This is an optimization exercise on Yosys and OpenROAD, whose aim is small area, not a production implementation.
Only simulation tests tie the RTL to the original design; equivalence was not proved.

==> run a: inputs <==
==> flow/design.v <==
package frame_buf_pkg;
   typedef logic [1:0] buf_idx_t;
   localparam buf_idx_t WR_IDX_RST  = 2'd0;
   localparam buf_idx_t RDY_IDX_RST = 2'd1;
   localparam buf_idx_t RD_IDX_RST  = 2'd2;
   function automatic integer frame_depth(input integer leds, input integer bytes_per_led);
      frame_depth = leds * bytes_per_led;
   endfunction
   function automatic integer addr_bits(input integer depth);
      addr_bits = (depth > 1) ? $clog2(depth) : 1;
   endfunction
endpackage
module sdp_ram_bank (
   input  logic [3:0] i_d0,
   input  logic       i_s0,
   input  logic [3:0] i_d1,
   input  logic       i_s1,
   input  logic [3:0] i_d2,
   input  logic       i_s2,
   output logic [3:0] o_n      
);
   assign o_n = ~((i_d0 & {4{i_s0}}) | (i_d1 & {4{i_s1}}) | (i_d2 & {4{i_s2}}));
endmodule
module sdp_ram_cell (
   input  logic [3:0] i_q,
   input  logic       i_we,
   input  logic [3:0] i_dn,
   input  logic       i_hold,
   output logic [3:0] o_d
);
   assign o_d = ~((i_q | {4{i_we}}) & (i_dn | {4{i_hold}}));
endmodule
module triple_frame_buffer #(
   parameter int LEDS          = 64,
   parameter int BYTES_PER_LED = 3,
   parameter int DEPTH         = frame_buf_pkg::frame_depth(LEDS, BYTES_PER_LED),
   parameter int ADDR_WIDTH    = frame_buf_pkg::addr_bits(DEPTH),
   parameter int DROP_WIDTH    = 8
) (
   input  logic                  i_clk,
   input  logic                  i_rst,
   input  logic                  i_wr_en,
   input  logic [ADDR_WIDTH-1:0] i_wr_addr,
   input  logic [7:0]            i_wr_data,
   input  logic                  i_wr_commit,
   input  logic                  i_rd_frame_start,
   input  logic [ADDR_WIDTH-1:0] i_rd_addr,
   output logic [7:0]            o_rd_data,
   output logic                  o_rd_valid,
   output logic                  o_rd_new,
   output logic                  o_wr_oob,
   output logic [DROP_WIDTH-1:0] o_drop_count
);
   localparam logic [ADDR_WIDTH:0] DEPTH_EXT = (ADDR_WIDTH + 1)'(DEPTH);
   localparam int LO_BITS = (ADDR_WIDTH > 3) ? 3 : ADDR_WIDTH;
   localparam int N_LO    = 1 << LO_BITS;
   localparam int N_HI    = (DEPTH + N_LO - 1) / N_LO;
   localparam int N_LEAF  = (DEPTH + 2) / 3;
   frame_buf_pkg::buf_idx_t              r_wr_idx;
   frame_buf_pkg::buf_idx_t              r_rdy_idx;
   frame_buf_pkg::buf_idx_t              r_rd_idx;
   logic                  r_fresh;
   logic                  r_rd_valid;
   logic                  r_rd_new;
   logic                  r_wr_oob;
   logic [DROP_WIDTH-1:0] r_drop_count;
   logic                  r_par;        
   logic [7:0]            r_rd_data;
   logic                  w_wr_in_range;
   logic                  w_rd_in_range;
   logic                  w_wr_ok;
   logic                  w_commit;
   logic                  w_start;
   assign w_wr_in_range = ({1'b0, i_wr_addr} < DEPTH_EXT);
   assign w_rd_in_range = ({1'b0, i_rd_addr} < DEPTH_EXT);
   assign w_wr_ok       = i_wr_en && w_wr_in_range;
   assign w_commit      = i_wr_commit;
   assign w_start       = i_rd_frame_start;
   logic [N_HI-1:0]  w_wr_hi [3];    
   logic [N_LO-1:0]  w_wr_lo;        
   logic [N_LO-1:0]  w_wr_lo_nr;     
   logic [DEPTH-1:0] w_we    [3];
   logic [DEPTH-1:0] w_hold  [3];
   logic [7:0]       w_wdata_n;
   always_comb begin
      for (int l = 0; l < N_LO; l++) begin
         w_wr_lo[l]    = (i_wr_addr[LO_BITS-1:0] == LO_BITS'(l));
         w_wr_lo_nr[l] = w_wr_lo[l] && !i_rst;
      end
      for (int b = 0; b < 3; b++) begin
         for (int h = 0; h < N_HI; h++) begin
            w_wr_hi[b][h] = w_wr_ok && (r_wr_idx == 2'(b)) &&
                            (i_wr_addr[ADDR_WIDTH-1:LO_BITS] == (ADDR_WIDTH-LO_BITS)'(h));
         end
         for (int a = 0; a < DEPTH; a++) begin
            w_we[b][a]   = w_wr_hi[b][a / N_LO] && w_wr_lo[a % N_LO];
            w_hold[b][a] = !(w_wr_hi[b][a / N_LO] && w_wr_lo_nr[a % N_LO]);
         end
      end
   end
   assign w_wdata_n = i_wr_data ^ {8{r_par}};
   logic [3*DEPTH*8-1:0] r_mem;
   logic [3*DEPTH*8-1:0] w_mem_next;
   for (genvar b = 0; b < 3; b++) begin : g_wbank
      for (genvar a = 0; a < DEPTH; a++) begin : g_byte
         for (genvar n = 0; n < 2; n++) begin : g_nib
            sdp_ram_cell u_cell (
               .i_q    (r_mem[(b*DEPTH + a)*8 + 4*n +: 4]),
               .i_we   (w_we[b][a]),
               .i_dn   (w_wdata_n[4*n +: 4]),
               .i_hold (w_hold[b][a]),
               .o_d    (w_mem_next[(b*DEPTH + a)*8 + 4*n +: 4])
            );
         end
      end
   end
   always_ff @(posedge i_clk) r_mem <= w_mem_next;
   logic [N_HI-1:0]     w_rd_hi;
   logic [N_LO-1:0]     w_rd_lo;
   logic [3*N_LEAF-1:0] w_rsel;
   logic [7:0]          w_bank_q [3];
   logic [7:0]          w_rd_raw;
   always_comb begin
      for (int l = 0; l < N_LO; l++)
         w_rd_lo[l] = (i_rd_addr[LO_BITS-1:0] == LO_BITS'(l));
      for (int h = 0; h < N_HI; h++)
         w_rd_hi[h] = w_rd_in_range &&
                      (i_rd_addr[ADDR_WIDTH-1:LO_BITS] == (ADDR_WIDTH-LO_BITS)'(h));
      w_rsel = '0;
      for (int a = 0; a < DEPTH; a++)
         w_rsel[a] = w_rd_hi[a / N_LO] && w_rd_lo[a % N_LO];
   end
   logic [7:0] w_byte [3][3*N_LEAF];
   always_comb begin
      for (int b = 0; b < 3; b++)
         for (int a = 0; a < 3*N_LEAF; a++)
            w_byte[b][a] = (a < DEPTH) ? r_mem[(b*DEPTH + a)*8 +: 8] : 8'h00;
   end
   for (genvar b = 0; b < 3; b++) begin : g_bank
      logic [7:0] w_leaf_n [N_LEAF];
      for (genvar i = 0; i < N_LEAF; i++) begin : g_leaf
         for (genvar n = 0; n < 2; n++) begin : g_nib
            sdp_ram_bank u_leaf (
               .i_d0 (w_byte[b][3*i][4*n +: 4]),
               .i_s0 (w_rsel[3*i]),
               .i_d1 (w_byte[b][3*i+1][4*n +: 4]),
               .i_s1 (w_rsel[3*i+1]),
               .i_d2 (w_byte[b][3*i+2][4*n +: 4]),
               .i_s2 (w_rsel[3*i+2]),
               .o_n  (w_leaf_n[i][4*n +: 4])
            );
         end
      end
      always_comb begin
         w_bank_q[b] = 8'h00;
         for (int i = 0; i < N_LEAF; i++)
            w_bank_q[b] = w_bank_q[b] | ~w_leaf_n[i];
      end
   end
   always_comb begin
      w_rd_raw = 8'h00;
      for (int b = 0; b < 3; b++)
         w_rd_raw = w_rd_raw | (w_bank_q[b] & {8{r_rd_idx == 2'(b)}});
   end
   always_ff @(posedge i_clk or posedge i_rst) begin
      if (i_rst) begin
         r_wr_idx     <= frame_buf_pkg::WR_IDX_RST;
         r_rdy_idx    <= frame_buf_pkg::RDY_IDX_RST;
         r_rd_idx     <= frame_buf_pkg::RD_IDX_RST;
         r_fresh      <= 1'b0;
         r_rd_valid   <= 1'b0;
         r_rd_new     <= 1'b0;
         r_wr_oob     <= 1'b0;
         r_drop_count <= '0;
         r_par        <= 1'b0;
         r_rd_data    <= 8'h00;
      end else begin
         r_rd_new  <= 1'b0;
         r_wr_oob  <= i_wr_en && !w_wr_in_range;
         r_par     <= !r_par;
         r_rd_data <= w_rd_raw ^ {8{w_rd_in_range && r_par}};
         if (w_commit && w_start) begin
            r_rd_idx   <= r_wr_idx;
            r_wr_idx   <= r_rd_idx;
            r_fresh    <= 1'b0;
            r_rd_valid <= 1'b1;
            r_rd_new   <= 1'b1;
         end else if (w_commit) begin
            r_wr_idx  <= r_rdy_idx;
            r_rdy_idx <= r_wr_idx;
            r_fresh   <= 1'b1;
         end else if (w_start && r_fresh) begin
            r_rd_idx   <= r_rdy_idx;
            r_rdy_idx  <= r_rd_idx;
            r_fresh    <= 1'b0;
            r_rd_valid <= 1'b1;
            r_rd_new   <= 1'b1;
         end
         if (w_commit && r_fresh && (r_drop_count != '1)) begin
            r_drop_count <= r_drop_count + 1'b1;
         end
      end
   end
   assign o_rd_data    = r_rd_data;
   assign o_rd_valid   = r_rd_valid;
   assign o_rd_new     = r_rd_new;
   assign o_wr_oob     = r_wr_oob;
   assign o_drop_count = r_drop_count;
endmodule
==> flow/run.sh <==
#!/bin/bash
# synth_recipe.tcl (not shown) runs the flow's synth.tcl, then flattens the netlist and writes it again
# the make line also repeats each setting of config.mk as NAME=value (left out here)
make -C /OpenROAD-flow-scripts/flow DESIGN_CONFIG=/design/flow/config.mk WORK_HOME=/design/flow/orfs CLKGATE_MAP_FILE= SYNTH_SCRIPT=/design/flow/synth_recipe.tcl finish
==> flow/config.mk <==
export PLATFORM = sky130hd
export DESIGN_NAME = triple_frame_buffer
export DESIGN_NICKNAME = triple_frame_buffer
export VERILOG_FILES = /design/flow/design.v
export SDC_FILE = /design/flow/constraint.sdc
export NUM_CORES = 4
export LEC_CHECK = 0
export CAP_MARGIN = 20
export CORE_MARGIN = 2
export CORE_UTILIZATION = 45
export CTS_CLUSTER_DIAMETER = 100
export CTS_CLUSTER_SIZE = 25
export SLEW_MARGIN = 20
export SYNTH_HIERARCHICAL = 1
==> flow/constraint.sdc <==
create_clock -name core_clock -period 7.0 [get_ports {i_clk}]
set_input_delay 1.4000 -clock core_clock [delete_from_list [all_inputs] [get_ports {i_clk}]]
set_output_delay 1.4000 -clock core_clock [all_outputs]
set_load 0.01 [all_outputs]
==> inputs of run b, as changes to run a <==
==> flow/design.v (replaced) <==
package frame_buf_pkg;
   typedef logic [1:0] buf_idx_t;
   localparam buf_idx_t WR_IDX_RST  = 2'd0;
   localparam buf_idx_t RDY_IDX_RST = 2'd1;
   localparam buf_idx_t RD_IDX_RST  = 2'd2;
   function automatic integer frame_depth(input integer leds, input integer bytes_per_led);
      frame_depth = leds * bytes_per_led;
   endfunction
   function automatic integer addr_bits(input integer depth);
      addr_bits = (depth > 1) ? $clog2(depth) : 1;
   endfunction
endpackage
module sdp_ram_bank #(
   parameter int DEPTH      = 90,
   parameter int ADDR_WIDTH = 7
) (
   input  logic                  i_clk,
   input  logic                  i_we,
   input  logic [ADDR_WIDTH-1:0] i_waddr,
   input  logic [7:0]            i_wdata,
   input  logic                  i_re,
   input  logic [ADDR_WIDTH-1:0] i_raddr,
   output logic [7:0]            o_rdata
);
   logic [7:0] r_mem [DEPTH];
   logic [7:0] r_rdata;
   always_ff @(posedge i_clk) begin
      if (i_we) r_mem[i_waddr] <= i_wdata;
   end
   always_ff @(posedge i_clk) begin
      if (i_re) r_rdata <= r_mem[i_raddr];
   end
   assign o_rdata = r_rdata;
endmodule
module triple_frame_buffer #(
   parameter int LEDS          = 64,
   parameter int BYTES_PER_LED = 3,
   parameter int DEPTH         = frame_buf_pkg::frame_depth(LEDS, BYTES_PER_LED),
   parameter int ADDR_WIDTH    = frame_buf_pkg::addr_bits(DEPTH),
   parameter int DROP_WIDTH    = 8
) (
   input  logic                  i_clk,
   input  logic                  i_rst,
   input  logic                  i_wr_en,
   input  logic [ADDR_WIDTH-1:0] i_wr_addr,
   input  logic [7:0]            i_wr_data,
   input  logic                  i_wr_commit,
   input  logic                  i_rd_frame_start,
   input  logic [ADDR_WIDTH-1:0] i_rd_addr,
   output logic [7:0]            o_rd_data,
   output logic                  o_rd_valid,
   output logic                  o_rd_new,
   output logic                  o_wr_oob,
   output logic [DROP_WIDTH-1:0] o_drop_count
);
   localparam logic [ADDR_WIDTH:0] DEPTH_EXT = (ADDR_WIDTH + 1)'(DEPTH);
   frame_buf_pkg::buf_idx_t              r_wr_idx;
   frame_buf_pkg::buf_idx_t              r_rdy_idx;
   frame_buf_pkg::buf_idx_t              r_rd_idx;
   logic                  r_fresh;
   frame_buf_pkg::buf_idx_t              r_rd_sel;
   logic                  r_rd_zero;
   logic                  r_rd_valid;
   logic                  r_rd_new;
   logic                  r_wr_oob;
   logic [DROP_WIDTH-1:0] r_drop_count;
   logic                  w_wr_in_range;
   logic                  w_rd_in_range;
   logic                  w_wr_ok;
   logic                  w_commit;
   logic                  w_start;
   logic [7:0]            w_bank_q [3];
   logic [7:0]            w_rd_data;
   assign w_wr_in_range = ({1'b0, i_wr_addr} < DEPTH_EXT);
   assign w_rd_in_range = ({1'b0, i_rd_addr} < DEPTH_EXT);
   assign w_wr_ok       = i_wr_en && w_wr_in_range;
   assign w_commit      = i_wr_commit;
   assign w_start       = i_rd_frame_start;
   for (genvar g = 0; g < 3; g++) begin : g_bank
      sdp_ram_bank #(
         .DEPTH      (DEPTH),
         .ADDR_WIDTH (ADDR_WIDTH)
      ) u_bank (
         .i_clk   (i_clk),
         .i_we    (w_wr_ok && (r_wr_idx == frame_buf_pkg::buf_idx_t'(g))),
         .i_waddr (i_wr_addr),
         .i_wdata (i_wr_data),
         .i_re    (w_rd_in_range),
         .i_raddr (i_rd_addr),
         .o_rdata (w_bank_q[g])
      );
   end
   always_ff @(posedge i_clk or posedge i_rst) begin
      if (i_rst) begin
         r_wr_idx     <= frame_buf_pkg::WR_IDX_RST;
         r_rdy_idx    <= frame_buf_pkg::RDY_IDX_RST;
         r_rd_idx     <= frame_buf_pkg::RD_IDX_RST;
         r_fresh      <= 1'b0;
         r_rd_sel     <= frame_buf_pkg::RD_IDX_RST;
         r_rd_zero    <= 1'b1;
         r_rd_valid   <= 1'b0;
         r_rd_new     <= 1'b0;
         r_wr_oob     <= 1'b0;
         r_drop_count <= '0;
      end else begin
         r_rd_new  <= 1'b0;
         r_wr_oob  <= i_wr_en && !w_wr_in_range;
         r_rd_sel  <= r_rd_idx;
         r_rd_zero <= !w_rd_in_range;
         if (w_commit && w_start) begin
            r_rd_idx   <= r_wr_idx;
            r_wr_idx   <= r_rd_idx;
            r_fresh    <= 1'b0;
            r_rd_valid <= 1'b1;
            r_rd_new   <= 1'b1;
         end else if (w_commit) begin
            r_wr_idx  <= r_rdy_idx;
            r_rdy_idx <= r_wr_idx;
            r_fresh   <= 1'b1;
         end else if (w_start && r_fresh) begin
            r_rd_idx   <= r_rdy_idx;
            r_rdy_idx  <= r_rd_idx;
            r_fresh    <= 1'b0;
            r_rd_valid <= 1'b1;
            r_rd_new   <= 1'b1;
         end
         if (w_commit && r_fresh && (r_drop_count != '1)) begin
            r_drop_count <= r_drop_count + 1'b1;
         end
      end
   end
   always_comb begin
      w_rd_data = 8'h00;
      if (!r_rd_zero) begin
         case (r_rd_sel)
            2'd0:    w_rd_data = w_bank_q[0];
            2'd1:    w_rd_data = w_bank_q[1];
            2'd2:    w_rd_data = w_bank_q[2];
            default: w_rd_data = 8'h00;
         endcase
      end
   end
   assign o_rd_data    = w_rd_data;
   assign o_rd_valid   = r_rd_valid;
   assign o_rd_new     = r_rd_new;
   assign o_wr_oob     = r_wr_oob;
   assign o_drop_count = r_drop_count;
endmodule
Settings changed: CORE_UTILIZATION 45 to 30, CTS_CLUSTER_DIAMETER 100 to unset, CTS_CLUSTER_SIZE 25 to unset, SYNTH_HIERARCHICAL 1 to unset.
==> flow_summary.toml <==
[finish]
final_cell_mix = "edfxtp_1, mux4_2, nor2_1"
fin_area_mm2 = 0.206
inverters = 5

[power_and_ir_drop]
comb_power_share = 0.052
power.switching_mw = 12.7

[critical_path]
regToRegSetupSlack_ns = 3.39
arrival_ns = 4.53
worstReg2RegStart = "r_wr_idx[1]"

[synth]
synthFlopType = "edfxtp_1"
synth_top_area_cell = "edfxtp_1"

[outcome]
outcome = "complete, no violations"

[timing]
setup_slack_ns = 1.07

[hold_path]
hold_start = "r_rd_idx[1]"

[floorplan]
initial_core_util = 0.302

[global_routing]
grt_max_degree = 213
(the above is from run b)
==> flow_summary.toml <==
[global_routing]
grt_max_degree = 145

[finish]
final_cell_mix = "o22ai_1, dfxtp_1, a222oi_1"
fin_area_mm2 = 0.164
inverters = 3

[hold_path]
hold_start = "r_mem[311]"

[outcome]
outcome = "complete, no violations"

[synth]
synth_top_area_cell = "dfxtp_1"
synth_simple_gate_area_frac = 0.0676
synthFlopType = "dfxtp_1"

[critical_path]
worstReg2RegStart = "r_wr_idx[0]"
regToRegSetupSlack_ns = 3.14
arrival_ns = 7.16

[power_and_ir_drop]
power.switching_mw = 10.2
comb_power_share = 0.044

[floorplan]
initial_core_util = 0.453
(the above is from run a)

==> afterwards: timing with drivers on the ports <==
No port has a modelled driver above. Below, the same layouts with a new extraction and two added sets of constraints. Step 1, drivers: a clkbuf_16 drives i_clk and a buf_2 each remaining input, both assumed. Step 2 adds t to the input delays and takes it off the output delays; t is the mean of the earliest and latest rising clock arrival at the registers after step 1. Input paths then give back, and output paths get back, about the clock's delay inside the block. Three values: ideal, step 1, step 2; two values: the first two.
run | t, ns | setup slack, ns | worst setup path at the end | slew at the worst register clock pin (ns) | worst slew at a driven data input, ns
run a | 1.082 | 0.696 / 0.759 / -0.323 | input to register | 0.11 / 0.11 | 0.28
run b | 1.162 | 1.072 / 0.953 / 1.218 | input to register | 0.07 / 0.07 | 0.38
Met with ideal ports but missed after step 2: setup timing in run a. For run a, which loses most, drivers alone change the setup slack by +0.063 ns; drivers and shift together by -1.019 ns.
